Context: an optimization exercise on an open-source flow, tuned for small area. The choices shown serve that exercise and are no tape-out recipe.
In this exercise RTL edits were held to simulation tests only and were not proved equivalent to the original.
Power figures rest on the tool's default switching activity, not on a simulated workload. The clock port is modelled as an ideal driver; clocking choices that lean on that would not hold on a real chip.

$ cat flow/flow/run.sh
#!/bin/bash
# Own flow: the standard layout (standard.sh) with
#  - synthesis as standard (synth_recipe.tcl), but with an area-oriented ABC
#    script for the combinational logic (flow/area_synth.tcl, flow/area.abc),
#  - the smallest buffer on every port instead of ORFS's default choice,
#  - clock tree synthesis without dummy loads, with larger sink clusters.
# Each tool's output goes to the ORFS logs under orfs/logs; make's output to
# standard_flow.log here.
set -euo pipefail
work=$(pwd)
export FLOW_SYNTH_TCL=$work/synth_recipe.tcl
export AREA_ABC_SCRIPT=$work/flow/area.abc
export BUFFER_PORTS_ARGS="-buffer_cell sky130_fd_sc_hd__buf_1"
export CTS_ARGS="-sink_clustering_enable -repair_clock_nets -dont_use_dummy_load -buf_list sky130_fd_sc_hd__buf_12 -root_buf sky130_fd_sc_hd__clkbuf_16 -sink_clustering_size 35 -sink_clustering_max_diameter 100"
sed "s#SYNTH_SCRIPT=[^ ]*#SYNTH_SCRIPT=$work/flow/area_synth.tcl#" standard.sh > area_standard.sh
grep -q "SYNTH_SCRIPT=$work/flow/area_synth.tcl" area_standard.sh
bash area_standard.sh > standard_flow.log 2>&1
$ cat flow/flow/area.abc
strash; &get -n; &st; &dch; &nf -R 1000; &put; topo; stime -c
$ cat flow/flow/area_synth.tcl
# The standard synthesis (synth_recipe.tcl, sourced unchanged), except that
# every abc call maps the combinational logic with flow/area.abc, an
# area-oriented script, in place of the script ORFS gives it. Registers are
# mapped before abc runs, so they are those of the standard synthesis.
proc abc {args} {
  set i [lsearch -exact $args -script]
  if { $i >= 0 } { set args [lreplace $args $i [expr {$i + 1}]] }
  yosys abc -script $::env(AREA_ABC_SCRIPT) {*}$args
}
source $::env(FLOW_SYNTH_TCL)
$ cat flow/standard.sh
#!/bin/bash
# synth_recipe.tcl (not shown) runs the flow's synth.tcl, then flattens the netlist and writes it again
# the make line also repeats each setting of config.mk as NAME=value (left out here)
make -C /OpenROAD-flow-scripts/flow DESIGN_CONFIG=/design/flow/config.mk WORK_HOME=/design/flow/orfs CLKGATE_MAP_FILE= SYNTH_SCRIPT=/design/flow/synth_recipe.tcl "${@:-finish}"
$ cat flow/config.mk
export PLATFORM = sky130hd
export DESIGN_NAME = tl_ul_slave_top
export DESIGN_NICKNAME = tl_ul_slave_top
export VERILOG_FILES = /design/flow/design.v
export SDC_FILE = /design/flow/constraint.sdc
export NUM_CORES = 4
export LEC_CHECK = 0
export CAP_MARGIN = 20
export CORE_MARGIN = 2
export CORE_UTILIZATION = 65
export SLEW_MARGIN = 20
$ cat flow/constraint.sdc
create_clock -name core_clock -period 5.5 [get_ports {clk}]
set_input_delay 1.1000 -clock core_clock [delete_from_list [all_inputs] [get_ports {clk}]]
set_output_delay 1.1000 -clock core_clock [all_outputs]
set_load 0.01 [all_outputs]
$ cat flow/design.v
package tl_ul_pkg;
	parameter int tl_addr_w   = 32;             
	parameter int tl_data_w   = 64;             
	parameter int tl_strb_w   = tl_data_w / 8;  
	parameter int tl_source_w = 3;              
	parameter int tl_sink_w   = 3;              
	parameter int tl_opcode_w = 3;
	parameter int tl_param_w  = 3;              
	parameter int tl_size_w   = 8;              
	parameter int tl_beat_size = 3;
	typedef enum logic [tl_opcode_w-1:0] {
		put_full_data    = 3'd0,
		put_partial_data = 3'd1,
		arithmetic_data  = 3'd2,  
		logical_data     = 3'd3,  
		get              = 3'd4,
		intent           = 3'd5,  
		acquire_block    = 3'd6,  
		acquire_perm     = 3'd7   
	} a_opcode_e;
	typedef enum logic [tl_opcode_w-1:0] {
		access_ack      = 3'd0,
		access_ack_data = 3'd1
	} d_opcode_e;
	typedef enum logic [1:0] {
		st_idle,     
		st_access,   
		st_respond   
	} slave_state_e;
endpackage
`timescale 1ns/10ps
import tl_ul_pkg::*;
module tl_slave_fsm #(
	parameter int DEPTH = 64
) (
	input  logic clk,
	input  logic rst,
	input  logic a_valid,
	input  logic d_ready,
	output logic a_ready,
	output logic d_valid,
	input  logic [$clog2(DEPTH)-1:0] idx,   
	input  logic                     bad,   
	output logic                     clr,   
	output logic                     acc    
);
	localparam int idx_w = $clog2(DEPTH);
	logic [idx_w-1:0] ptr;  
	logic [idx_w-1:0] ptr_nxt;
	assign ptr_nxt = ptr + 1'b1;
	assign acc     = a_valid & a_ready;
	always_ff @(posedge clk or posedge rst) begin
		if (rst) begin
			ptr     <= '0;
			clr     <= 1'b1;
			a_ready <= 1'b0;
			d_valid <= 1'b0;
		end else begin
			ptr <= ptr_nxt;
			if (ptr == idx_w'(DEPTH-1))
				clr <= 1'b0;
			a_ready <= a_valid & ~acc & ~(d_valid & ~d_ready) & (bad | (idx == ptr_nxt));
			if (acc)
				d_valid <= 1'b1;
			else if (d_ready)
				d_valid <= 1'b0;
		end
	end
endmodule
`timescale 1ns/10ps
import tl_ul_pkg::*;
module tl_request_decode #(
	parameter int DEPTH = 64
) (
	input  logic                       clk,
	input  logic                       acc,
	input  logic                       clr,
	input  logic [tl_opcode_w-1:0]     a_opcode,
	input  logic [tl_addr_w-1:0]       a_address,
	input  logic [tl_size_w-1:0]       a_size,
	input  logic [tl_strb_w-1:0]       a_mask,
	input  logic [tl_source_w-1:0]     a_source,
	output logic [$clog2(DEPTH)-1:0]   idx,
	output logic                       bad,
	input  logic [tl_data_w-1:0]       head,
	output logic [tl_strb_w-1:0]       wr,
	output logic [tl_strb_w-1:0]       keep,
	output logic [tl_opcode_w-1:0]     d_opcode,
	output logic [tl_param_w-1:0]      d_param,
	output logic [tl_size_w-1:0]       d_size,
	output logic [tl_sink_w-1:0]       d_sink,
	output logic [tl_source_w-1:0]     d_source,
	output logic [tl_data_w-1:0]       d_data,
	output logic                       d_error
);
	localparam int idx_w  = $clog2(DEPTH);
	localparam int idx_lo = tl_beat_size;
	logic is_full, is_partial, is_get, good;
	logic get_q;
	logic [tl_data_w-1:0] rdata_q;
	assign is_full    = (a_opcode == put_full_data);
	assign is_partial = (a_opcode == put_partial_data);
	assign is_get     = (a_opcode == get);
	assign good       = (a_size == tl_size_w'(tl_beat_size))
	                  & (a_address[tl_addr_w-1:idx_lo+idx_w] == '0);
	assign idx = a_address[idx_lo +: idx_w];
	assign bad = ~(good & (is_full | is_partial | is_get));
	assign wr   = {tl_strb_w{acc & good}} & ({tl_strb_w{is_full}} | ({tl_strb_w{is_partial}} & a_mask));
	assign keep = ~wr & {tl_strb_w{~clr}};
	always_ff @(posedge clk) begin
		if (acc) begin
			get_q    <= good & is_get;
			d_error  <= bad;
			d_size   <= a_size;
			d_source <= a_source;
		end
	end
	logic sel_h, sel_q;
	assign sel_h = acc & good & is_get & ~clr;
	assign sel_q = ~(acc & good & is_get);
	always_ff @(posedge clk) begin
		rdata_q <= ({tl_data_w{sel_h}} & head) | ({tl_data_w{sel_q}} & rdata_q);
	end
	assign d_opcode = get_q ? access_ack_data : access_ack;
	assign d_data   = rdata_q;
	assign d_param  = '0;
	assign d_sink   = '0;
endmodule
`timescale 1ns/10ps
import tl_ul_pkg::*;
module tl_byte_mem #(
	parameter int DEPTH = 64
) (
	input  logic                 clk,
	input  logic [tl_strb_w-1:0] wr,     
	input  logic [tl_strb_w-1:0] keep,   
	input  logic [tl_data_w-1:0] wdata,
	output logic [tl_data_w-1:0] head    
);
	logic [DEPTH-1:0][tl_data_w-1:0] ring;
	logic [tl_data_w-1:0]            tail;
	always_comb begin
		for (int b = 0; b < tl_strb_w; b++)
			tail[8*b +: 8] = ({8{wr[b]}} & wdata[8*b +: 8]) | ({8{keep[b]}} & ring[0][8*b +: 8]);
	end
	always_ff @(posedge clk) begin
		ring <= {tail, ring[DEPTH-1:1]};
	end
	assign head = ring[0];
endmodule
`timescale 1ns/10ps
import tl_ul_pkg::*;
module tl_ul_slave_top #(
	parameter int DEPTH = 64  
) (
	input  logic                   clk,
	input  logic                   rst,
	input  logic                   a_valid,
	output logic                   a_ready,
	input  logic [tl_opcode_w-1:0] a_opcode,
	input  logic [tl_param_w-1:0]  a_param,    
	input  logic [tl_addr_w-1:0]   a_address,
	input  logic [tl_size_w-1:0]   a_size,
	input  logic [tl_strb_w-1:0]   a_mask,
	input  logic [tl_data_w-1:0]   a_data,
	input  logic [tl_source_w-1:0] a_source,
	output logic                   d_valid,
	input  logic                   d_ready,
	output logic [tl_opcode_w-1:0] d_opcode,
	output logic [tl_param_w-1:0]  d_param,
	output logic [tl_size_w-1:0]   d_size,
	output logic [tl_sink_w-1:0]   d_sink,
	output logic [tl_source_w-1:0] d_source,
	output logic [tl_data_w-1:0]   d_data,
	output logic                   d_error
);
	logic                     clr;
	logic                     acc;
	logic                     bad;
	logic [$clog2(DEPTH)-1:0] idx;
	logic [tl_strb_w-1:0]     wr;
	logic [tl_strb_w-1:0]     keep;
	logic [tl_data_w-1:0]     head;
	tl_slave_fsm #(.DEPTH(DEPTH)) u_fsm (
		.clk     (clk),
		.rst     (rst),
		.a_valid (a_valid),
		.d_ready (d_ready),
		.a_ready (a_ready),
		.d_valid (d_valid),
		.idx     (idx),
		.bad     (bad),
		.clr     (clr),
		.acc     (acc)
	);
	tl_request_decode #(.DEPTH(DEPTH)) u_decode (
		.clk       (clk),
		.acc       (acc),
		.clr       (clr),
		.a_opcode  (a_opcode),
		.a_address (a_address),
		.a_size    (a_size),
		.a_mask    (a_mask),
		.a_source  (a_source),
		.idx       (idx),
		.bad       (bad),
		.head      (head),
		.wr        (wr),
		.keep      (keep),
		.d_opcode  (d_opcode),
		.d_param   (d_param),
		.d_size    (d_size),
		.d_sink    (d_sink),
		.d_source  (d_source),
		.d_data    (d_data),
		.d_error   (d_error)
	);
	tl_byte_mem #(.DEPTH(DEPTH)) u_mem (
		.clk   (clk),
		.wr    (wr),
		.keep  (keep),
		.wdata (a_data),
		.head  (head)
	);
endmodule
==> results.toml, run 1 <==
[run_status]
status = "no timing/DRC/antenna violations"

[synth]
yosysMostFrequentCell = "dfxtp_1"
synth_largest_area_cell = "dfxtp_1"
synth-seq-cells = 4182
synthCells = 4398
yosysWarnings = 3
synth_cell_type_count = 26
synth_area_leaders = "dfxtp_1 (97%), a22o_1 (1.3%), edfxtp_1 (0.46%)"
synth_top_cell_area_share_pct = 97.4
synth-edff-count = 13
syn_area_mm2 = 0.0855
synth_common_cells = "dfxtp_1 (4160), a22o_1 (128), nor2_1 (23)"
synthArstFlopShare_pct = 0.215
synthFlopType = "dfxtp_1"
yosysSeqAreaShare_pct = 98.1
syn_avg_cell_area_um2 = 19.4

[layout]
layout.nets = 4865
fillers = 8626
utilization_pct = 69.7
syn2layout_area_growth_pct = 6.71
regArea_mm2 = 0.0839
layout-drive-gt1-share_pct = 3.12
stdcell_count = 6495
multi_input_area_mm2 = 0.00158

[power]
power.density_mw_per_mm2 = 462
p_leak_nw = 35.8
vdd.ir_drop.worst_uv = 400

[place]
port_buffers = 197
dp_hpwl_um = 51200
gp_congestion = 0.765
dp_cells = 6354

[floorplanning]
dieArea_mm2 = 0.134
rows = 133
initial_core_util_pct = 65.3
core_area_mm2 = 0.131
die_y_um = 367
die_x_um = 367
ios = 212

[timing]
min_period_ps = 3320
slew_violations = 0
skew_ps = 45.5
rsz0062_at_grt = "false"
period_share_pct = 60.4
holdWs_ps = 262
setup_violations = 0
worst_pin_slew_ps = 984
maxSlewHeadroom_pct = 34.4
fmax_mhz = 301
fin_tns_setup_ps = 0
final-hold-violation-count = 0

[setup_path]
crit_arrival_ps = 3940
cp_data_required_time_ps = 6110
cp-end-kind = "flop"
reg2reg_depth = 5
critical_path_class = "input pin to flop"
critPathMaxFanout = 9
endpoint = "u_mem.ring[4040]"
critPathLaunchType = "input pin"
r2r-start = "u_fsm.a_ready"
regToRegSetupSlack_ps = 2960
cp-startpoint = "a_address[10]"
regToRegEndpoint = "u_mem.ring[4040]"

[job]
drv_cap = 0

[drt]
drc = 0
ant_nets = 0
finalWirelength_um = 91800
wl_per_cell_um = 14.1
vias = 27800
drt_iter0_markers = 1613
routed_via_density = 4.28
firstDrtPassIters = 4

[clock_network]
cts.repair.resized = 0
post-cts-setup-buffer-count = 0
htreeDepth = 4
path_clk_slew_ps = 120
cts_tree = "built"
clk_latency_ps = 730
clock_path_buffers = 3
numCtsBuffers = 137
hold_buffers = 0
cts.sinks = 4182
root_buffer = "clkbuf_16"

[global_route]
grt_first_pass_wirelength_um = 146000
antenna_found_initial = 6
grt-ovfl-total = 0
first_global_vias = 26600
grt_util_all_layers_pct = 13.9
grt_max_degree = 65

[hold_path]
hp-class = "input pin to asynchronous set/reset pin"
[report_power, final]
| part | total, mW | internal, mW | leakage (nW) | switching [mW] |
|---|---|---|---|---|
| registers | 30.3 | 30.3 | 33.7 | 0.00207 |
| clock network | 11.8 | 3.93 | 1.29 | 7.86 |
| logic | 0.0895 | 0.0279 | 0.844 | 0.0616 |
[critical path: stages]
cell     delay [ps]
buf_1            70
nor4_1          280
nand4_1         190
nor3_1          340
nand2_1         420
nor2_1          810
nor2_1          430
a22o_1          290
[per-stage QoR]
step	power [mW]	setup slack [ps]	area, µm²
finish	42.2	2180	91300
global route	43.6	1840	91300
CTS	42.6	2090	91200
detailed placement	31.1	1280	88500
global placement	31.1	1340	88500
floorplan	31.0	1260	85500
[logic make-up after synthesis]
| group | after synthesis | share of synthesized area, % |
|---|---|---|
| adders and majority gates | 1 | 0.0146 |
| buffers and inverters | 13 | 0.0966 |
| AOI/OAI and AO/OA | 142 | 1.40 |
| and+or+nand+nor | 50 | 0.284 |
| other | 1 | 0.00439 |
| DFF | 4182 | 98.1 |
| xor gates and xnor gates | 9 | 0.0922 |
[registers in the layout, summed over array words and instances (netlist names)]
signal,flops
u_decode.d_source,3
u_fsm.a_ready,1
u_mem.ring,4096
u_fsm.clr,1
u_decode.get_q,1
u_decode.d_error,1
u_decode.rdata_q,64
u_fsm.d_valid,1
u_decode.d_size,8
u_fsm.ptr,6
[final cells by class]
type                            instances  share of cell area (%)
Sequential cell                      4182                    91.9
Clock buffer                          137                    3.01
Tap cell                             1755                    2.41
Multi-Input combinational cell        210                    1.73
Timing Repair Buffer                  204                   0.895
Inverter                                4                  0.0165
Antenna cell                            3                 0.00823
[layout by cell type (no fill, tap or decap), drive strengths merged, types with 5 or more instances in the layout]
master  instances
a22o          128
nand4           5
dfxtp        4160
dfrtp           8
buf           340
a21oi          10
nor2           23
xor2            6
edfxtp         13
nor4            8
conb            8
[worst min-delay path by stage]
stage                      from  slack [ps]               end
6_report                    rst         260     u_fsm.d_valid
5_1_grt                     rst         210      u_fsm.ptr[5]
2_1_floorplan    u_mem.ring[64]         310     u_mem.ring[0]
3_5_place_dp   u_mem.ring[1086]         310  u_mem.ring[1022]
3_3_place_gp   u_mem.ring[1673]         310  u_mem.ring[1609]
4_1_cts                     rst         190     u_fsm.d_valid
[per-layer routing]
metal,vias to the layer above,global-route usage (%),wire length [µm]
met3,180,3.19,5290
met2,349,17.2,32100
met5,-,0,0
met4,0,5.10,2850
met1,13000,23.2,51600
li1,14300,-,-
==> inputs of run 2 (changes only) <==
--- a/flow/flow/run.sh
+++ b/flow/flow/run.sh
@@ -13,3 +13,3 @@
 export BUFFER_PORTS_ARGS="-buffer_cell sky130_fd_sc_hd__buf_1"
-export CTS_ARGS="-sink_clustering_enable -repair_clock_nets -dont_use_dummy_load -buf_list sky130_fd_sc_hd__buf_12 -root_buf sky130_fd_sc_hd__clkbuf_16 -sink_clustering_size 35 -sink_clustering_max_diameter 100"
+export CTS_ARGS="-sink_clustering_enable -repair_clock_nets -dont_use_dummy_load -buf_list sky130_fd_sc_hd__buf_6 -root_buf sky130_fd_sc_hd__clkbuf_16 -sink_clustering_size 19 -sink_clustering_max_diameter 100"
 sed "s#SYNTH_SCRIPT=[^ ]*#SYNTH_SCRIPT=$work/flow/area_synth.tcl#" standard.sh > area_standard.sh
==> results.toml, run 2 <==
[timing]
skew_ps = 73.2
worst_pin_slew_ps = 987
period_share_pct = 61.6
slew_violations = 0
holdWs_ps = 237
fmax_mhz = 295
rsz0062_at_grt = "false"
fin_tns_setup_ps = 0
final-hold-violation-count = 0
maxSlewHeadroom_pct = 34.2
setup_violations = 0
min_period_ps = 3390

[floorplanning]
rows = 133
die_x_um = 367
initial_core_util_pct = 65.3
core_area_mm2 = 0.131
dieArea_mm2 = 0.134
ios = 212
die_y_um = 367

[job]
drv_cap = 0

[power]
pwr-share-seq_pct = 72.7
vdd.ir_drop.worst_uv = 350
p_sw_share_pct = 19.2
power_switching_mw = 7.98
clockPowerShare_pct = 27.1
power_mw = 41.6
p_int_mw = 33.7
p_leak_nw = 36.0
pwr-share-comb_pct = 0.2
power.density_mw_per_mm2 = 457

[layout]
layout.nets = 4966
utilization_pct = 69.6
largest_reg_flops = 4096
most-common-layout-cells = "dfxtp_1 (4160), buf_6 (237), buf_1 (197)"
stdcell_area_mm2 = 0.0912
top_register = "u_mem.ring"
final_common_cell = "dfxtp_1"
layout-drive-gt1-share_pct = 5.15
syn2layout_area_growth_pct = 6.65
reg_top3 = "u_mem.ring: 4096 flops, u_decode.rdata_q: 64 flops, u_decode.d_size: 8 flops"
fillers = 8687

[drt]
firstDrtPassIters = 4
wl_per_cell_um = 14.1
drc = 0
ant_nets = 0
finalWirelength_um = 93200
routed_via_density = 4.29
drt_iter0_markers = 1547
vias = 28300

[global_route]
grt_util_all_layers_pct = 14.2
grt-ovfl-total = 0
antenna_found_initial = 7
grt_max_degree = 65
first_global_vias = 27800
grt_first_pass_wirelength_um = 150000

[setup_path]
critical_path_class = "input pin to flop"
path_cells = "buf_1, nor4_1, nand4_1, nor3_1, nand2_1, nor2_1, nor2_1, a22o_1"
critPathLaunchType = "input pin"
worst-path-buf-inv = 1
critPathMaxFanout = 9
cp-end-kind = "flop"
cp_data_required_time_ps = 6130
reg2reg_depth = 5
regToRegSetupSlack_ps = 2880
cp_slowest_stage_delay_ps = 830
regToRegEndpoint = "u_mem.ring[4046]"
crit_slowest_cell = "nor2_1"
path_delay_family = "simple AND/OR/NAND/NOR gates"
r2r-start = "u_fsm.a_ready"
crit_arrival_ps = 4020
crit_path_frequent_cell = "nor2_1"

[run_status]
status = "no timing/DRC/antenna violations"

[synth]
yosysWarnings = 3
synth_top_cell_area_share_pct = 97.4
synth_largest_area_cell = "dfxtp_1"
yosysMostFrequentCell = "dfxtp_1"
synth_cell_type_count = 26
syn_area_mm2 = 0.0855
synth-edff-count = 13
synth_area_leaders = "dfxtp_1 (97%), a22o_1 (1.3%), edfxtp_1 (0.46%)"
synth-seq-cells = 4182
syn_avg_cell_area_um2 = 19.4
synthArstFlopShare_pct = 0.215
synth_common_cells = "dfxtp_1 (4160), a22o_1 (128), nor2_1 (23)"
synthFlopType = "dfxtp_1"
yosysSeqAreaShare_pct = 98.1
synthCells = 4398

[clock_network]
hold_buffers = 0
numCtsBuffers = 238
htreeDepth = 4
cts_tree = "built"
clk_latency_ps = 760
cts.repair.resized = 0
root_buffer = "clkbuf_16"
cts.sinks = 4182
post-cts-setup-buffer-count = 0
clock_path_buffers = 3
path_clk_slew_ps = 120

[hold_path]
hp-class = "input pin to asynchronous set/reset pin"

[place]
port_buffers = 197
dp_hpwl_um = 51200
place_area_mm2 = 0.0885
gp_congestion = 0.765
[run 2: cell counts after synthesis]
Identical to the previous run, type by type.
[run 2: worst max-delay path by stage]
stage                        startpoint                  end  slack (ps)  cells past startpoint
after floorplan                 a_valid  u_decode.rdata_q[0]        1260                      4
after global placement    a_address[10]     u_mem.ring[4093]        1340                      8
after detailed placement  a_address[10]     u_mem.ring[4095]        1280                      8
after CTS                 a_address[10]     u_mem.ring[4090]        2140                      8
after global routing      a_address[25]     u_mem.ring[4091]        1870                      8
final                     a_address[10]     u_mem.ring[4046]        2110                      8
[run 2: metrics by stage]
stage          setup WS, ps  std cells
2_1_floorplan          1260       4405
3_3_place_gp           1340       6354
3_5_place_dp           1280       6354
4_1_cts                2140       6592
5_1_grt                1870       6593
6_report               2110       6595
[run 2: cell type report]
class / count / area [µm²] / area share (%)
clock buffer: 238 / 2690 / 2.95
multi-input combinational: 210 / 1580 / 1.73
sequential: 4182 / 83900 / 92.0
timing repair buffer: 204 / 817 / 0.896
antenna: 2 / 5.00 / 0.00549
inverter: 4 / 15.0 / 0.0165
tap: 1755 / 2200 / 2.41
[run 2: metal layers]
metal	routed length [µm]	global-route usage, %	vias up	part of all wire (%)
met5	0	0	-	0
met4	3030	5.86	0	3.3
met3	4890	3.72	225	5.2
met2	32500	17.4	440	35
met1	52800	23.4	13200	57
li1	-	-	14500	-
[run 2: kinds of logic (layout without fill, tap and decap cells)]
logic type / Yosys count / in the layout / share of synthesized area (%)
and+or+nand+nor: 50 / 50 / 0.284
other: 1 / 10 / 0.00439
AOI/OAI and AO/OA: 142 / 142 / 1.40
buffers and inverters: 13 / 446 / 0.0966
DFF: 4182 / 4182 / 98.1
xor gates and xnor gates: 9 / 9 / 0.0922
adders and majority gates: 1 / 1 / 0.0146
[run 2: power groups by stage]
stage	Clock (mW)	Sequential [mW]	Combinational [mW]
after floorplan	0	31.0	0.0198
after global placement	0	31.0	0.0892
after detailed placement	0	31.0	0.0884
after CTS	11.8	30.3	0.0888
after global routing	12.9	30.3	0.0946
final	11.3	30.3	0.0893
==> inputs of run 3 (changes only) <==
--- a/flow/flow/run.sh
+++ b/flow/flow/run.sh
@@ -13,3 +13,3 @@
 export BUFFER_PORTS_ARGS="-buffer_cell sky130_fd_sc_hd__buf_1"
-export CTS_ARGS="-sink_clustering_enable -repair_clock_nets -dont_use_dummy_load -buf_list sky130_fd_sc_hd__buf_6 -root_buf sky130_fd_sc_hd__clkbuf_16 -sink_clustering_size 19 -sink_clustering_max_diameter 100"
+export CTS_ARGS="-sink_clustering_enable -repair_clock_nets -dont_use_dummy_load -buf_list sky130_fd_sc_hd__clkbuf_16 -sink_clustering_size 36 -sink_clustering_max_diameter 70"
 sed "s#SYNTH_SCRIPT=[^ ]*#SYNTH_SCRIPT=$work/flow/area_synth.tcl#" standard.sh > area_standard.sh
==> results.toml, run 3 <==
[global_route]
grt_util_all_layers_pct = 13.9
antenna_found_initial = 7
grt_max_degree = 65
grt-ovfl-total = 0
first_global_vias = 26800
grt_first_pass_wirelength_um = 147000

[timing]
slew_violations = 0
period_share_pct = 60.9
min_period_ps = 3350
setup_violations = 0
worst_pin_slew_ps = 982
fin_tns_setup_ps = 0
fmax_mhz = 299
rsz0062_at_grt = "false"
final-hold-violation-count = 0
maxSlewHeadroom_pct = 34.5
skew_ps = 37.7

[floorplanning]
initial_core_util_pct = 65.3
rows = 133
dieArea_mm2 = 0.134
die_x_um = 367
ios = 212
core_area_mm2 = 0.131
die_y_um = 367

[clock_network]
hold_buffers = 0
cts.repair.resized = 0
cts.sinks = 4182
numCtsBuffers = 144
path_clk_slew_ps = 100
cts_tree = "built"
clock_path_buffers = 3
root_buffer = "clkbuf_16"
htreeDepth = 4
post-cts-setup-buffer-count = 0
clk_latency_ps = 770

[power]
vdd.ir_drop.worst_uv = 377
p_leak_nw = 36.3
power.density_mw_per_mm2 = 466
power_mw = 42.9

[synth]
yosysWarnings = 3
synthFlopType = "dfxtp_1"
yosysSeqAreaShare_pct = 98.1
syn_area_mm2 = 0.0855
synth-seq-cells = 4182
synth_largest_area_cell = "dfxtp_1"
synthArstFlopShare_pct = 0.215
syn_avg_cell_area_um2 = 19.4
yosysMostFrequentCell = "dfxtp_1"
synth_common_cells = "dfxtp_1 (4160), a22o_1 (128), nor2_1 (23)"
synth_top_cell_area_share_pct = 97.4
synthCells = 4398
synth-edff-count = 13
synth_area_leaders = "dfxtp_1 (97%), a22o_1 (1.3%), edfxtp_1 (0.46%)"
synth_cell_type_count = 26

[setup_path]
path_depth = 8
critPathLaunchType = "input pin"
cp_slowest_stage_delay_ps = 820
crit_path_frequent_cell = "nor2_1"
path_delay_family = "simple AND/OR/NAND/NOR gates"
worst-path-buf-inv = 1
cp_data_required_time_ps = 6150
cp-end-kind = "flop"
crit_slowest_cell = "nor2_1"
crit_arrival_ps = 4000
reg2reg_depth = 5
critPathMaxFanout = 9
path_cells = "buf_1, nor4_1, nand4_1, nor3_1, nand2_1, nor2_1, nor2_1, a22o_1"
critical_path_class = "input pin to flop"

[drt]
firstDrtPassIters = 4
drc = 0
ant_nets = 0
finalWirelength_um = 92400
vias = 27800
routed_via_density = 4.28
wl_per_cell_um = 14.2
drt_iter0_markers = 1572

[hold_path]
hp-class = "input pin to asynchronous set/reset pin"

[layout]
syn2layout_area_growth_pct = 7.72
utilization_pct = 70.3
stdcell_area_mm2 = 0.0921
fillers = 8523
multi_input_area_mm2 = 0.00158
top_register = "u_mem.ring"
final_common_cell = "dfxtp_1"
largest_reg_flops = 4096
layout.nets = 4872
regArea_mm2 = 0.0839
reg_top3 = "u_mem.ring: 4096 flops, u_decode.rdata_q: 64 flops, u_decode.d_size: 8 flops"
layout-drive-gt1-share_pct = 3.27
most-common-layout-cells = "dfxtp_1 (4160), buf_1 (197), clkbuf_16 (144)"

[place]
gp_congestion = 0.765
place_area_mm2 = 0.0885
dp_hpwl_um = 51200
port_buffers = 197

[job]
drv_cap = 0

[run_status]
status = "no timing/DRC/antenna violations"
[run 3: kinds of logic (layout without fill, tap and decap cells)]
family                     count (synthesis)  count (layout)  share of synthesized area [%]
buffers and inverters                     13             352                         0.0966
AOI/OAI and AO/OA                        142             142                           1.40
DFF                                     4182            4182                           98.1
adders and majority gates                  1               1                         0.0146
xor gates and xnor gates                   9               9                         0.0922
and+or+nand+nor                           50              50                          0.284
other                                      1              13                        0.00439
[run 3: metal layers]
layer / track usage [%] / vias up / wire (µm)
met2: 17.2 / 373 / 32300
met5: 0 / - / 0
li1: - / 14300 / -
met4: 5.18 / 0 / 2730
met1: 23.2 / 13000 / 52300
met3: 3.32 / 179 / 5150
[run 3: final timing paths]
check,start,end,slack (ps)
max reg2reg,u_fsm.a_ready,u_mem.ring[4045],2920
min in group core_clock,u_mem.ring[1929],u_mem.ring[1865],290
max,a_address[10],u_mem.ring[4045],2150
max in group asynchronous,rst,u_fsm.clr,5000
min reg2reg,u_mem.ring[1929],u_mem.ring[1865],290
min,rst,u_fsm.ptr[2],230
[run 3: final cells by class]
type	instances	share of cell area, %
sequential	4182	91.1
clock buffer	144	3.91
tap	1755	2.38
multi-input combinational	210	1.71
timing repair buffer	204	0.887
inverter	4	0.0163
antenna	5	0.0136
[run 3: report_power, final]
group          switching (mW)  leakage, nW  internal, mW
registers             0.00207         33.7          30.3
logic                  0.0617        0.844        0.0279
clock network            7.80         1.77          4.76
[run 3: worst register-to-register path: stages, from the launching register on]
cell,delay [ps]
dfrtp_1,370
and2_0,170
nand2_1,390
nor2_1,840
nor2_1,430
a22o_1,290
[run 3: metrics by stage]
stage          hold slack [ps]  cells  worst slack (ps)
4_1_cts                    147   6498              2110
3_5_place_dp               312   6354              1280
6_report                   228   6504              2150
5_1_grt                    169   6499              1880
2_1_floorplan              310   4405              1260
3_3_place_gp               310   6354              1340
==> inputs of run 4 (changes only) <==
--- a/flow/flow/run.sh
+++ b/flow/flow/run.sh
@@ -13,3 +13,3 @@
 export BUFFER_PORTS_ARGS="-buffer_cell sky130_fd_sc_hd__buf_1"
-export CTS_ARGS="-sink_clustering_enable -repair_clock_nets -dont_use_dummy_load -buf_list sky130_fd_sc_hd__clkbuf_16 -sink_clustering_size 36 -sink_clustering_max_diameter 70"
+export CTS_ARGS="-sink_clustering_enable -repair_clock_nets -dont_use_dummy_load -buf_list sky130_fd_sc_hd__buf_6 -root_buf sky130_fd_sc_hd__clkbuf_16 -sink_clustering_size 19 -sink_clustering_max_diameter 70"
 sed "s#SYNTH_SCRIPT=[^ ]*#SYNTH_SCRIPT=$work/flow/area_synth.tcl#" standard.sh > area_standard.sh
==> results.toml, run 4 <==
[run_status]
status = "no timing/DRC/antenna violations"

[timing]
slew_violations = 0
min_period_ps = 3390
final-hold-violation-count = 0
setup_violations = 0
fin_tns_setup_ps = 0
skew_ps = 46.6
fmax_mhz = 295
rsz0062_at_grt = "false"
fin_ws_ps = 2110
worst_pin_slew_ps = 1110
period_share_pct = 61.6
maxSlewHeadroom_pct = 25.8

[synth]
syn_area_mm2 = 0.0855
synthFlopType = "dfxtp_1"
yosysSeqAreaShare_pct = 98.1
yosysMostFrequentCell = "dfxtp_1"
syn_avg_cell_area_um2 = 19.4
synth_area_leaders = "dfxtp_1 (97%), a22o_1 (1.3%), edfxtp_1 (0.46%)"
synth-seq-cells = 4182
synth_cell_type_count = 26
yosysWarnings = 3
synth-edff-count = 13
synth_top_cell_area_share_pct = 97.4
synth_common_cells = "dfxtp_1 (4160), a22o_1 (128), nor2_1 (23)"
synth_largest_area_cell = "dfxtp_1"
synthArstFlopShare_pct = 0.215
synthCells = 4398

[floorplanning]
initial_core_util_pct = 65.3
dieArea_mm2 = 0.134
rows = 133
core_area_mm2 = 0.131
ios = 212
die_x_um = 367
die_y_um = 367

[power]
pwr-share-comb_pct = 0.2
p_int_mw = 33.7
pwr-share-seq_pct = 72.7
vdd.ir_drop.worst_uv = 350
p_sw_share_pct = 19.2
power.density_mw_per_mm2 = 457
p_leak_nw = 36.0
power_mw = 41.6
power_switching_mw = 7.98
clockPowerShare_pct = 27.1

[global_route]
grt_max_degree = 65
antenna_found_initial = 7
grt_first_pass_wirelength_um = 149000
grt-ovfl-total = 0
grt_util_all_layers_pct = 14.2
first_global_vias = 27800

[layout]
final_common_cell = "dfxtp_1"
stdcell_count = 6595
reg_top3 = "u_mem.ring: 4096 flops, u_decode.rdata_q: 64 flops, u_decode.d_size: 8 flops"
layout.nets = 4965
top_register = "u_mem.ring"
fillers = 8678
most-common-layout-cells = "dfxtp_1 (4160), buf_6 (237), buf_1 (197)"
stdcell_area_mm2 = 0.0912
largest_reg_flops = 4096
layout-drive-gt1-share_pct = 5.13
syn2layout_area_growth_pct = 6.63

[clock_network]
htreeDepth = 4
cts.sinks = 4182
clk_latency_ps = 770
numCtsBuffers = 238
clock_path_buffers = 3
root_buffer = "clkbuf_16"
path_clk_slew_ps = 110
post-cts-setup-buffer-count = 0
cts_tree = "built"
hold_buffers = 0
cts.repair.resized = 0

[setup_path]
path_depth = 8
critPathLaunchType = "input pin"
worst-path-buf-inv = 1
cp-end-kind = "flop"
crit_arrival_ps = 4020
crit_path_frequent_cell = "nor2_1"
path_cells = "buf_1, nor4_1, nand4_1, nor3_1, nand2_1, nor2_1, nor2_1, a22o_1"
critical_path_class = "input pin to flop"
path_delay_family = "simple AND/OR/NAND/NOR gates"
crit_slowest_cell = "nor2_1"
reg2reg_depth = 5
cp_slowest_stage_delay_ps = 830
cp_data_required_time_ps = 6130
critPathMaxFanout = 9

[drt]
wl_per_cell_um = 14.1
vias = 28400
routed_via_density = 4.31
firstDrtPassIters = 4
ant_nets = 0
drt_iter0_markers = 1497
drc = 0
finalWirelength_um = 93100

[place]
dp_slack_ps = 1280
place_area_mm2 = 0.0885
gp_congestion = 0.765
dp_cells = 6354
dp_hpwl_um = 51200
port_buffers = 197

[job]
drv_cap = 0

[hold_path]
hp-class = "input pin to asynchronous set/reset pin"
[run 4: cell type report]
cell class	count	area [µm²]	area share, %
tap	1755	2200	2.41
timing repair buffer	203	797	0.874
clock buffer	238	2690	2.95
antenna	3	7.51	0.00823
sequential	4182	83900	92.0
multi-input combinational	210	1580	1.73
inverter	4	15.0	0.0165
[run 4: metal layers]
metal	GRT usage (%)	vias up	wire [µm]	part of all wire, %
met4	5.94	0	3110	3.3
met1	23.3	13200	51600	55
met2	17.4	466	32500	35
met5	0	-	0	0
li1	-	14500	-	-
met3	3.65	239	5890	6.3
[run 4: per-stage QoR]
stage	utilization, %	hold WS, ps
2_1_floorplan	-	310
3_3_place_gp	67.6	310
3_5_place_dp	67.6	312
4_1_cts	69.6	143
5_1_grt	69.6	174
6_report	69.6	241
[run 4: cells by family (layout without fill, tap and decap cells)]
group	after synthesis	count (layout)	synth area share (%)
simple gates	50	50	0.284
xor+xnor	9	9	0.0922
buf+inv	13	445	0.0966
flops	4182	4182	98.1
other cells	1	11	0.00439
fa+ha+maj	1	1	0.0146
compound gates	142	142	1.40
[run 4: final timing paths]
path | slack (ps) | end | startpoint
min reg2reg | 290 | u_mem.ring[1865] | u_mem.ring[1929]
max in group asynchronous | 5000 | u_fsm.clr | rst
max reg2reg | 2900 | u_mem.ring[4040] | u_fsm.a_ready
min in group core_clock | 290 | u_mem.ring[1865] | u_mem.ring[1929]
max | 2110 | u_mem.ring[4040] | a_address[10]
min | 240 | u_fsm.ptr[2] | rst
[run 4: power by group through the flow]
stage               logic (mW)  registers (mW)  clock network, mW
finish                  0.0881            30.3               11.3
global route            0.0945            30.3               12.9
CTS                     0.0888            30.3               11.8
detailed placement      0.0884            31.0                  0
global placement        0.0892            31.0                  0
floorplan               0.0198            31.0                  0
==> inputs of run 5 (changes only) <==
--- a/flow/flow/run.sh
+++ b/flow/flow/run.sh
@@ -5,3 +5,4 @@
 #  - the smallest buffer on every port instead of ORFS's default choice,
-#  - clock tree synthesis without dummy loads, with larger sink clusters.
+#  - clock tree synthesis without dummy loads, with buf_6 buffers (more
+#    load per area than clkbuf_16) on sink clusters of at most 19 flip-flops.
 # Each tool's output goes to the ORFS logs under orfs/logs; make's output to
==> results.toml, run 5 <==
[run_status]
status = "no timing/DRC/antenna violations"

[drt]
firstDrtPassIters = 4
wl_met2_um = 32500
drt_iter0_markers = 1497
vias = 28400
finalWirelength_um = 93100
drc = 0
ant_nets = 0
route.met3.wl_um = 5890
routed_via_density = 4.31
wl_met1_um = 51600
wl_per_cell_um = 14.1
top_layer_used = "met4"

[clock_network]
clk_latency_ps = 770
clock_path_buffers = 3
root_buffer = "clkbuf_16"
cts.sinks = 4182
cts_tree = "built"
post-cts-setup-buffer-count = 0
numCtsBuffers = 238
htreeDepth = 4
path_clk_slew_ps = 110
hold_buffers = 0
cts.repair.resized = 0

[synth]
synth_area_leaders = "dfxtp_1 (97%), a22o_1 (1.3%), edfxtp_1 (0.46%)"
synth-seq-cells = 4182
synth_largest_area_cell = "dfxtp_1"
yosysWarnings = 3
synthFlopType = "dfxtp_1"
synth_common_cells = "dfxtp_1 (4160), a22o_1 (128), nor2_1 (23)"
yosysMostFrequentCell = "dfxtp_1"
syn_avg_cell_area_um2 = 19.4
yosysSeqAreaShare_pct = 98.1
synth-edff-count = 13
synth_cell_type_count = 26
synthCells = 4398
synthArstFlopShare_pct = 0.215
synth_top_cell_area_share_pct = 97.4
syn_area_mm2 = 0.0855

[setup_path]
critical_path_class = "input pin to flop"
cp-end-kind = "flop"
critPathLaunchType = "input pin"
cp_data_required_time_ps = 6130
critPathMaxFanout = 9
crit_arrival_ps = 4020

[layout]
final_common_cell = "dfxtp_1"
utilization_pct = 69.6
syn2layout_area_growth_pct = 6.63
largest_reg_flops = 4096
layout-drive-gt1-share_pct = 5.13
most-common-layout-cells = "dfxtp_1 (4160), buf_6 (237), buf_1 (197)"
top_register = "u_mem.ring"
layout.nets = 4965
reg_top3 = "u_mem.ring: 4096 flops, u_decode.rdata_q: 64 flops, u_decode.d_size: 8 flops"

[global_route]
grt-ovfl-total = 0
antenna_found_initial = 7
grt_first_pass_wirelength_um = 149000
grt_max_degree = 65
grt_util_all_layers_pct = 14.2
first_global_vias = 27800

[place]
gp_congestion = 0.765
dp_hpwl_um = 51200
dp_slack_ps = 1280
port_buffers = 197

[timing]
worst_pin_slew_ps = 1110
final-hold-violation-count = 0
rsz0062_at_grt = "false"
setup_violations = 0
fmax_mhz = 295
maxSlewHeadroom_pct = 25.8
holdWs_ps = 241
fin_ws_ps = 2110
skew_ps = 46.6
min_period_ps = 3390
slew_violations = 0
fin_tns_setup_ps = 0
period_share_pct = 61.6

[job]
drv_cap = 0

[floorplanning]
core_area_mm2 = 0.131
rows = 133
ios = 212
die_x_um = 367
die_y_um = 367
dieArea_mm2 = 0.134
initial_core_util_pct = 65.3

[power]
vdd.ir_drop.worst_uv = 350
power.density_mw_per_mm2 = 457
p_leak_nw = 36.0

[hold_path]
hp-class = "input pin to asynchronous set/reset pin"
## run 5: through the flow
step	std cells	power [mW]	instance area (µm²)
after floorplan	4405	31.0	85500
after global placement	6354	31.1	88500
after detailed placement	6354	31.1	88500
after CTS	6592	42.2	91200
after global routing	6592	43.3	91200
final	6595	41.6	91200
## run 5: path summary, 6_finish.rpt
path,start,end,slack [ps],cells after the start
worst min-delay path,rst,u_fsm.ptr[2],240,2
worst max register to register,u_fsm.a_ready,u_mem.ring[4040],2900,5
worst min register to register,u_mem.ring[1929],u_mem.ring[1865],290,0
worst max-delay path,a_address[10],u_mem.ring[4040],2110,8
min in group core_clock,u_mem.ring[1929],u_mem.ring[1865],290,0
max in group asynchronous,rst,u_fsm.clr,5000,2
## run 5: worst max-delay path, cell delays in order
cell and delay [ps]:
buf_1 70, nor4_1 280, nand4_1 190, nor3_1 350, nand2_1 460, nor2_1 830
nor2_1 440, a22o_1 300
## run 5: kinds of logic after synthesis
group                    after synthesis  synth area share, %
adder cells (fa/ha/maj)                1               0.0146
AND/OR/NAND/NOR                       50                0.284
other                                  1              0.00439
AO/OA/AOI/OAI                        142                 1.40
flip-flops                          4182                 98.1
buffers and inverters                 13               0.0966
XOR/XNOR                               9               0.0922
## run 5: layout make-up
type / instances / area (µm²)
clock buffers: 238 / 2690
flip-flops and latches: 4182 / 83900
diodes: 3 / 7.51
inverters: 4 / 15.0
well taps: 1755 / 2200
multi-input cells: 210 / 1580
fillers: 8678 / 39800
repair buffers: 203 / 797
## run 5: report_power, final
group | total (mW) | switching, mW | internal (mW)
registers | 30.3 | 0.00211 | 30.3
logic | 0.0881 | 0.0602 | 0.0279
clock network | 11.3 | 7.92 | 3.36
total | 41.6 | 7.98 | 33.7
## run 5: per-layer routing
metal	track usage (%)	vias up
met5	0	-
met4	5.94	0
met3	3.65	239
met2	17.4	466
met1	23.3	13200
li1	-	14500
==> inputs of run 6 (changes only) <==
--- a/flow/flow/run.sh
+++ b/flow/flow/run.sh
@@ -14,3 +14,3 @@
 export BUFFER_PORTS_ARGS="-buffer_cell sky130_fd_sc_hd__buf_1"
-export CTS_ARGS="-sink_clustering_enable -repair_clock_nets -dont_use_dummy_load -buf_list sky130_fd_sc_hd__buf_6 -root_buf sky130_fd_sc_hd__clkbuf_16 -sink_clustering_size 19 -sink_clustering_max_diameter 70"
+export CTS_ARGS="-sink_clustering_enable -repair_clock_nets -dont_use_dummy_load -buf_list sky130_fd_sc_hd__buf_6 -root_buf sky130_fd_sc_hd__clkbuf_16 -sink_clustering_size 20 -sink_clustering_max_diameter 70"
 sed "s#SYNTH_SCRIPT=[^ ]*#SYNTH_SCRIPT=$work/flow/area_synth.tcl#" standard.sh > area_standard.sh
==> results.toml, run 6 <==
[power]
p_leak_nw = 35.9
power.density_mw_per_mm2 = 455
vdd.ir_drop.worst_uv = 310

[setup_path]
cp-end-kind = "flop"
regToRegSetupSlack_ps = 2930
cp_slowest_stage_delay_ps = 810
critPathLaunchType = "input pin"
cp_data_required_time_ps = 6130
path_cells = "buf_1, nor4_1, nand4_1, nor3_1, nand2_1, nor2_1, nor2_1, a22o_1"
r2r-start = "u_fsm.a_ready"
crit_path_frequent_cell = "nor2_1"
crit_slowest_cell = "nor2_1"
crit_arrival_ps = 3990
critPathMaxFanout = 9
critical_path_class = "input pin to flop"
cp-startpoint = "a_address[10]"

[timing]
rsz0062_at_grt = "false"
skew_ps = 49.1
setup_violations = 0
holdWs_ps = 236
fin_ws_ps = 2140
final-hold-violation-count = 0
period_share_pct = 61.1
min_period_ps = 3360
fin_tns_setup_ps = 0
maxSlewHeadroom_pct = 33.9
worst_pin_slew_ps = 991
fmax_mhz = 298
slew_violations = 0

[clock_network]
post-cts-setup-buffer-count = 0
cts_tree = "built"
root_buffer = "clkbuf_16"
htreeDepth = 4
clock_path_buffers = 3
numCtsBuffers = 227
cts.repair.resized = 0
hold_buffers = 0
clk_latency_ps = 760
path_clk_slew_ps = 120
cts.sinks = 4182

[synth]
synth_cell_type_count = 26
yosysMostFrequentCell = "dfxtp_1"
synth_top_cell_area_share_pct = 97.4
synthAdderAreaFrac_pct = 0.0146
synthXorXnorAreaFrac_pct = 0.0922
yosysSeqAreaShare_pct = 98.1
synthArstFlopShare_pct = 0.215
synthSimpleGateAreaFrac_pct = 0.284
syn_area_mm2 = 0.0855
synth_largest_area_cell = "dfxtp_1"
synth-edff-count = 13
synth_top_family_by_area = "compound AO/OA/AOI/OAI gates"
synth-seq-cells = 4182
synth_common_cells = "dfxtp_1 (4160), a22o_1 (128), nor2_1 (23)"
synth_area_leaders = "dfxtp_1 (97%), a22o_1 (1.3%), edfxtp_1 (0.46%)"
synthMuxAreaShare_pct = 0
synth-compound-area-share_pct = 1.40
synthFlopType = "dfxtp_1"
synthCells = 4398
yosysWarnings = 3
syn_avg_cell_area_um2 = 19.4

[drt]
drt_iter0_markers = 1492
vias = 28300
routed_via_density = 4.30
wl_per_cell_um = 14.1
finalWirelength_um = 93000
drc = 0
firstDrtPassIters = 6
ant_nets = 0

[layout]
utilization_pct = 69.5
largest_reg_flops = 4096
layout.nets = 4955
reg_top3 = "u_mem.ring: 4096 flops, u_decode.rdata_q: 64 flops, u_decode.d_size: 8 flops"
fillers = 8689
final_common_cell = "dfxtp_1"
layout-drive-gt1-share_pct = 4.93
regArea_mm2 = 0.0839
multi_input_area_mm2 = 0.00158
syn2layout_area_growth_pct = 6.50
stdcell_area_mm2 = 0.0911
most-common-layout-cells = "dfxtp_1 (4160), buf_6 (226), buf_1 (197)"
top_register = "u_mem.ring"

[global_route]
first_global_vias = 27600
grt-ovfl-total = 0
grt_util_all_layers_pct = 14.1
grt_max_degree = 65
antenna_found_initial = 8
grt_first_pass_wirelength_um = 149000

[run_status]
status = "no timing/DRC/antenna violations"

[floorplanning]
dieArea_mm2 = 0.134
initial_core_util_pct = 65.3
die_x_um = 367
ios = 212
core_area_mm2 = 0.131
die_y_um = 367
rows = 133

[place]
place_area_mm2 = 0.0885
dp_slack_ps = 1280
gp_congestion = 0.765
port_buffers = 197
dp_hpwl_um = 51200

[hold_path]
hp-class = "input pin to asynchronous set/reset pin"

[job]
drv_cap = 0
run 6: cell count changes in the layout (fill, tap and decap cells not counted):
cell	change
buf_6	-11
buf_12	+1
diode_2	-1
run 6: where the power goes:
part           internal, mW  switching, mW  leakage [nW]  total (mW)
clock network          3.22           7.87          1.38        11.1
logic                0.0279         0.0613         0.844      0.0892
registers              30.3        0.00213          33.7        30.3
run 6: final cells by class:
cell class	instances	share of cell area [%]
timing repair buffer	204	0.897
multi-input combinational	210	1.73
antenna	2	0.00550
clock buffer	227	2.82
tap	1755	2.41
sequential	4182	92.1
inverter	4	0.0165
run 6: final timing paths:
kind,to,depth (start not counted)
hold reg to reg,u_mem.ring[2061],0
hold / removal,u_fsm.ptr[2],2
max in group asynchronous,u_fsm.clr,2
min in group core_clock,u_mem.ring[2061],0
setup reg to reg,u_mem.ring[4040],5
setup / recovery,u_mem.ring[4040],8
run 6: through the flow:
stage,instances,total power [mW]
6_report,6584,41.5
4_1_cts,6581,42.0
2_1_floorplan,4405,31.0
5_1_grt,6582,43.1
3_5_place_dp,6354,31.1
3_3_place_gp,6354,31.1
run 6: worst max-delay path: cells and delay by family:
kind                   cells  cell delay [ps]
and+or+nand+nor            6             2510
buffers and inverters      1               70
AOI/OAI and AO/OA          1              290
run 6: kinds of logic (layout without fill, tap and decap cells):
| group | count (synthesis) | in the layout |
|---|---|---|
| AOI/OAI and AO/OA | 142 | 142 |
| xor gates and xnor gates | 9 | 9 |
| adders and majority gates | 1 | 1 |
| buffers and inverters | 13 | 435 |
| DFF | 4182 | 4182 |
| other | 1 | 10 |
| and+or+nand+nor | 50 | 50 |
run 6: per-layer routing:
layer	GRT usage, %	up-vias	part of all wire (%)
li1	-	14500	-
met1	23.2	13200	57
met5	0	-	0
met4	5.71	0	3.3
met2	17.3	441	35
met3	3.83	230	5.3

-- port drivers added, routing unchanged --
How much do the figures lean on ideal ports? The routed layouts below were timed once more, with nothing changed but the port constraints. Step 1 sets driving cells, clkbuf_16 on the clock port and buf_2 on the other inputs (assumed; they add their load-dependent delay and slew). Step 2 also shifts input and output timing later by t, the mid clock arrival at the registers, as if the neighbouring blocks saw the same clock. a / b / c = ideal ports / drivers / drivers and shift; a / b = the first two.
run | t, ns | slack for setup (ns) | latest minus earliest clock arrival (ns) | worst slew at a driven data input, ns
run 1 | 0.783 | 2.179 / 2.226 / 1.443 | 0.049 / 0.048 | 0.11
run 2 | 0.799 | 2.113 / 2.162 / 1.363 | 0.081 / 0.080 | 0.11
run 3 | 0.823 | 2.151 / 2.200 / 1.378 | 0.043 / 0.043 | 0.11
run 4 | 0.807 | 2.112 / 2.161 / 1.354 | 0.070 / 0.070 | 0.11
run 5 | 0.807 | 2.112 / 2.161 / 1.354 | 0.070 / 0.070 | 0.11
run 6 | 0.809 | 2.140 / 2.187 / 1.378 | 0.052 / 0.052 | 0.11
After both steps every run listed still meets setup and hold. For run 3, which loses most, drivers alone change the setup slack by +0.049 ns; drivers and shift together by -0.773 ns.
